From an optimization exercise on the open Yosys and OpenROAD flow, aimed at small area, a short achievable clock period and few clock cycles per item; shortcuts taken in it are not production practice.
Function was checked by simulation only, so behaviour that the tests miss may differ from the original.
No activity file was given, so power comes from the tool's default toggle rates.

## flow/design.v (module list and top-level ports; edited modules follow where they fit)
// module neurona_mac: 1742 lines
// module neurona_mac_selb: 18 lines
// module neurona_mac_fa: 10 lines
// module neurona_mac_c42: 17 lines
// module neurona_mac_c32: 16 lines
// module neurona_mac_ha: 9 lines
module neurona_mac #(
    parameter int Signo     = 1,
    parameter int Magnitud  = 7,
    parameter int Precision = 24,
    parameter int Width     = Signo + Magnitud + Precision,
    parameter int NEntradas = 4
) (
    input  logic             CLK,
    input  logic             RST,
    input  logic             Inicio,
    input  logic [Width-1:0] Sesgo,
    input  logic             EntradaValida,
    input  logic [Width-1:0] Entrada,
    input  logic [Width-1:0] Peso,
    output logic             Ocupado,
    output logic             Listo,
    output logic [Width-1:0] Salida,
    output logic             Error
);
  // ...
==> flow/flow/run.sh <==
#!/bin/bash
set -euo pipefail
MARGIN=$(cat flow/margin.txt)
bash standard.sh SETUP_SLACK_MARGIN=$MARGIN \
  "BUFFER_PORTS_ARGS=-buffer_cell sky130_fd_sc_hd__buf_4" \
  finish > orfs_make.log 2>&1
==> flow/flow/margin.txt <==
9.7
==> flow/standard.sh <==
#!/bin/bash
# synth_recipe.tcl (not shown) runs the flow's synth.tcl, then flattens the netlist and writes it again
# the make line also repeats each setting of config.mk as NAME=value (left out here)
make -C /OpenROAD-flow-scripts/flow DESIGN_CONFIG=/design/flow/config.mk WORK_HOME=/design/flow/orfs CLKGATE_MAP_FILE= SYNTH_SCRIPT=/design/flow/synth_recipe.tcl "${@:-finish}"
==> flow/config.mk <==
export PLATFORM = sky130hd
export DESIGN_NAME = neurona_mac
export DESIGN_NICKNAME = neurona_mac
export VERILOG_FILES = /design/flow/design.v
export SDC_FILE = /design/flow/constraint.sdc
export NUM_CORES = 4
export LEC_CHECK = 0
export CAP_MARGIN = 20
export CORE_MARGIN = 2
export CORE_UTILIZATION = 40
export SLEW_MARGIN = 20
export SYNTH_HIERARCHICAL = 1
export TNS_END_PERCENT = 0
==> flow/constraint.sdc <==
create_clock -name core_clock -period 13.5 [get_ports {CLK}]
set_input_delay 2.7000 -clock core_clock [delete_from_list [all_inputs] [get_ports {CLK}]]
set_output_delay 2.7000 -clock core_clock [all_outputs]
set_load 0.01 [all_outputs]
==> results.toml, run 1 <==
[yosys]
synth_fa_ha_area_frac = 0.361
synth-simple-area-share = 0.0537
synth_edf_count = 0
synth-async-reset-ratio = 0.139
syn_area_per_cell_um2 = 10.4
synth_top_flop_cell = "dfxtp_1"

[cells_and_area]
drive_gt1_frac = 0.108
top_regs = "r1_q (52), r0_q (51), acc_q (35)"
layout.nets = 3800
layout_commonest_cell = "xnor2_1"
multi_input_cells = 2445
ff_latch_area_um2 = 6610
stdcell_count = 4138
n_antenna_cell = 0
area_growth_pct = 10.0

[timing]
worstMarginPinSlew_ns = 1.12

[worst_setup_path]
cp.arrival_ns = 4.66
critPathRequiredTime_ns = 13.94
r2r-end = "r2_q[22]"

[global_route]
grt-busiest-layer = "met2"
grtUsageMet2 = 0.352
grt_pass1_vias = 24100

[power_and_ir_drop]
switching_share = 0.492
power_clock_mw = 1.06
pwr-share-seq = 0.167

[drt]
ant_nets = 0
wl_per_cell_um = 24.3
drt_iter0_markers = 2787
wl_met1_um = 43800

[floorplan]
die_area_um2 = 83100
dieHeight_um = 288
io_pins = 135

[hold_path]
min_path_cells = 0

[clock_tree]
clk_latency_ns = 0.59
cts_setup_buffers = 3

[placement]
gp_congestion = 0.902
dp_cells = 4064

[run_status]
status = "complete, no violations"
Testbench counts, summed over its fixed seeds: cycles 3,584, items 512.
==> run 2, diff against run 1 <==
--- a/flow/design.v
+++ b/flow/design.v
@@ -64,36 +64,28 @@
     end
     always_ff @(posedge CLK) begin
         sg1_q  <= Entrada[31] ^ Peso[31];
         e1_q   <= Entrada;
         one1_q <= one_d & {16{toma}};
         two1_q <= two_d & {16{toma}};
         for (int i = 0; i < 16; i++) neg1_q[i] <= Peso[2*i+1];
     end
-    logic [15:0] onen1_q, twon1_q, negn1_q;
-    always_ff @(posedge CLK) begin
-        onen1_q <= ~(one_d & {16{toma | !GATE}});
-        twon1_q <= ~(two_d & {16{toma | !GATE}});
-        for (int i = 0; i < 16; i++) negn1_q[i] <= ~(Peso[2*i+1] & (toma | !GATE_NEG));
-    end
     logic [33:0] ex, ey;
     assign ex = {e1_q[31], e1_q, 1'b0};
     assign ey = ex;
-    localparam int SPLIT = 17;
+    localparam int SPLIT = 99;   
     logic [32:0] pp [16];
     always_comb begin
         for (int i = 0; i < 16; i++)
             for (int j = 0; j < 33; j++)
                 if (i < 8)
                     pp[i][j] = ((one1_q[i] & ex[j+1]) | (two1_q[i] & ex[j])) ^ neg1_q[i];
-                else if (j < SPLIT)
-                    pp[i][j] = ((one1_q[i] & ey[j+1]) | (two1_q[i] & ey[j])) ^ neg1_q[i];
                 else
-                    pp[i][j] = ((~onen1_q[i] & ey[j+1]) | (~twon1_q[i] & ey[j])) ^ ~negn1_q[i];
+                    pp[i][j] = ((one1_q[i] & ey[j+1]) | (two1_q[i] & ey[j])) ^ neg1_q[i];
     end
     wire pps0 = ~pp[0][32];
     wire pps1 = ~pp[1][32];
     wire pps2 = ~pp[2][32];
     wire pps3 = ~pp[3][32];
     wire pps4 = ~pp[4][32];
     wire pps5 = ~pp[5][32];
     wire pps6 = ~pp[6][32];
==> flow/flow/run.sh (replaced) <==
#!/bin/bash
set -euo pipefail
MARGIN=$(cat flow/margin.txt)
bash standard.sh SETUP_SLACK_MARGIN=$MARGIN \
  "BUFFER_PORTS_ARGS=-buffer_cell sky130_fd_sc_hd__buf_2" \
  finish > orfs_make.log 2>&1
==> run 2 against run 1 <==
  * Critical path depth is 1 lower
  * Worst hold slack worse by 0.012 ns
  * Total power is 12% higher
  * Critical path type unchanged
  * Utilization is 0.36 points higher
  * Non-clock buffer count is 48 higher
  * Count of clock-buffer cells in the layout is 6 lower
==> results.toml, run 2 <==
[yosys]
ys_types = 76
synth.largest_area_cell = "fa_1"
netlist.area_leader.share = 0.289
syn_area_per_cell_um2 = 10.5
synth_top_family_by_area = "adder cells"
postSynthCellCount = 3109
synth-simple-area-share = 0.0633
yosys_warnings = 9
synth_area_um2 = 32500
synth_top_flop_cell = "dfxtp_1"
synth-async-reset-ratio = 0.150
yosysSeqAreaShare = 0.187
synth_fa_ha_area_frac = 0.359
synth-xor-area-share = 0.165
synth.most_common_cell = "xnor2_1"
synth_edf_count = 0
yosys-top-cells-count = "557 x xnor2_1, 499 x a22oi_1, 470 x fa_1"
synth_compound_area_frac = 0.174
muxShareOfSynthArea = 0.0107
ys_ff_latch = 293
synth_area_leaders = "fa_1 29%, dfxtp_1 15%, xnor2_1 15%"

[clock_tree]
cts_max_level = 2
holdBufCountCts = 0
cts.path.max_buffers = 3
cts_sinks = 293
clk_latency_ns = 0.56
cts_root_buf = "clkbuf_16"
numCtsBuffers = 35
clk_pin_slew_ns = 0.06
cts_tree = "done"

[floorplan]
coreArea_um2 = 80500
start_util = 0.404
dieHeight_um = 289
die_area_um2 = 83600
io_pins = 135
die_x_um = 289
rows = 104

[timing]
whs_ns = 0.327
post-route-min-period_ns = 4.08
final_hold_viol_count = 0
drv_slew = 0
worstMarginPinSlew_ns = 1.07
fmaxAchievable_mhz = 245
rsz0062_at_grt = "yes"
setup-tns-final_ns = 0
setup_violations = 0
post-route-period-util = 0.302
timing.slew.headroom = 0.271
finClkSkew_ns = 0.0269

[flow_run]
maxCapViolCount = 0

[global_route]
grt_start_max_net_pins = 68
gr-total-overflow = 0
antenna_found_initial = 1
grt_pass1_wl_um = 161000
grt.total_usage = 0.254
grt_pass1_vias = 25700

[cells_and_area]
area_growth_pct = 10.6
fin_area_um2 = 35900
final_cell_mix = "557 x xnor2_1, 496 x a22oi_1, 469 x fa_1, 203 x dfxtp_1, 165 x ha_1"
largest_reg_flops = 52
layout_commonest_cell = "xnor2_1"
utilization = 0.446
layout.nets = 3836
top_regs = "r1_q (52), r0_q (51), acc_q (35)"
drive_gt1_frac = 0.144
n_antenna_cell = 0
top_register = "r1_q"
stdcell_count = 4168

[worst_setup_path]
critPathTopFamily = "adder cells"
cp_slowest_cell = "dfxtp_2"
cp-end-kind = "register"
path_buf_inv = 0
critPathRequiredTime_ns = 13.90
cp.arrival_ns = 4.48
critPathKind = "register to register"
crit_path_cell_trace = "a22oi_1, xnor2_1, fa_1, fa_1, fa_1, fa_1, fa_1"
start_kind = "register"
max_stage_delay_ns = 0.97
crit_fanout = 33
crit_top_cell = "fa_1"
rrSetupSlack_ns = 9.42

[drt]
ant_nets = 0
vias = 25400
drt-total-wl_um = 108000
drt_iter0_markers = 2846
wl_per_cell_um = 25.8
firstDrtPassIters = 7
drc = 0
viasPerCell = 6.10

[power_and_ir_drop]
switching_share = 0.504
p_clk_frac = 0.098
pwr-share-seq = 0.139
p_leak_nw = 12.5
ir_drop_mv = 0.237
p_int_mw = 4.91
p_per_area_nw_per_um2 = 275
p_sw_mw = 4.99
p_comb_frac = 0.763

[placement]
place_area_um2 = 33900
place.port_buffers = 134
dp_cells = 4077
gp_congestion = 0.883
dpl.hpwl_um = 67400

[hold_path]
hp-class = "register to register"

[run_status]
status = "complete, no violations"
-- run 2: layout make-up --
type                       instances  area (µm²)
fill                            7592       44600
multi-input combinational       2500       25600
sequential                       293        6190
timing repair buffer             235        1600
tap                             1060        1330
clock buffer                      45        1000
clock inverter                    14         159
inverter                          21        78.8
-- run 2: power groups by stage --
stage | combinational (mW) | clock (mW) | sequential, mW
final | 7.55 | 0.970 | 1.38
after global placement | 6.29 | 0 | 1.39
after CTS | 7.18 | 0.993 | 1.38
after floorplan | 4.63 | 0 | 1.32
after global routing | 8.23 | 1.03 | 1.41
after detailed placement | 6.33 | 0 | 1.40
-- run 2: Yosys stat by module, one instance, submodules excluded --
module | area, µm² | times used | flip-flops and latches
neurona_mac | 22200 | 1 | 293
neurona_mac_fa | 20.0 | 467 | 0
neurona_mac_ha | 12.5 | 80 | 0
-- run 2: worst paths after layout --
| path | start | endpoint | cells after the start |
|---|---|---|---|
| min in group asynchronous | RST | salida_q[6] | 3 |
| worst min-delay path | sg1_q | sg2_q | 0 |
| worst max register to register | one1_q[8] | r2_q[22] | 7 |
| worst min register to register | sg1_q | sg2_q | 0 |
| max in group asynchronous | RST | cuenta_q[0] | 3 |
| worst max-delay path | one1_q[8] | r2_q[22] | 7 |
-- run 2: kinds of logic after synthesis --
logic type / after synthesis
buffers and inverters: 334
muxes: 33
adders and majority gates: 650
other: 1
and+or+nand+nor: 429
xor gates and xnor gates: 611
AOI/OAI and AO/OA: 758
DFF: 293
-- run 2: worst register-to-register path, cell delays in order, from the launching register on --
cell	delay [ns]
dfxtp_2	0.97
a22oi_1	0.26
xnor2_1	0.23
fa_1	0.46
fa_1	0.42
fa_1	0.61
fa_1	0.46
fa_1	0.52
-- run 2: metrics by stage --
step	power [mW]	worst slack (ns)
floorplan	5.95	9.72
global placement	7.68	8.65
detailed placement	7.72	8.64
CTS	9.55	9.53
global route	10.7	9.30
finish	9.90	9.42
-- run 2: repair_timing --
item / 4_1_cts / 5_1_grt
gates resized for setup: 81 / 18
endpoints found under the setup margin: 165 / 165
pin swaps: 23 / 19
setup buffers: 19 / 6
gates cloned: 4 / 3
-- run 2: layer usage --
metal / GRT usage / up-vias / share of wire
li1: - / 10800 / -
met1: 0.353 / 12600 / 0.42
met2: 0.381 / 1639 / 0.43
met3: 0.0726 / 295 / 0.12
met4: 0.0834 / 4 / 0.037
met5: 0.00682 / - / 0.00074
Testbench counts of run 2, summed over its fixed seeds: cycles 3,584, items 512.

re-timing with driven ports:
No port has a modelled driver above. Below, the same layouts with a new extraction and two added sets of constraints. Step 1, drivers: a clkbuf_16 drives CLK and a buf_2 each remaining input, both assumed. Step 2, shift: input delay + t, output delay - t, t = (earliest + latest rising clock arrival at the registers) / 2. This alone moves slack from input paths to output paths. Three values: ideal ports, drivers, drivers and shift; two values: the first two.
run | shift t [ns] | setup slack, ns | worst setup path after step 2 | worst register clock-pin slew, ns
run 1 | 0.639 | 9.280 / 9.280 / 8.782 | input to register | 0.07 / 0.07
run 2 | 0.614 | 9.423 / 9.423 / 9.423 | register to register | 0.07 / 0.07
After both steps every run listed still meets setup and hold. The setup slack of run 1, which loses most, moves by 0.000 ns with the drivers and by -0.498 ns with both steps.
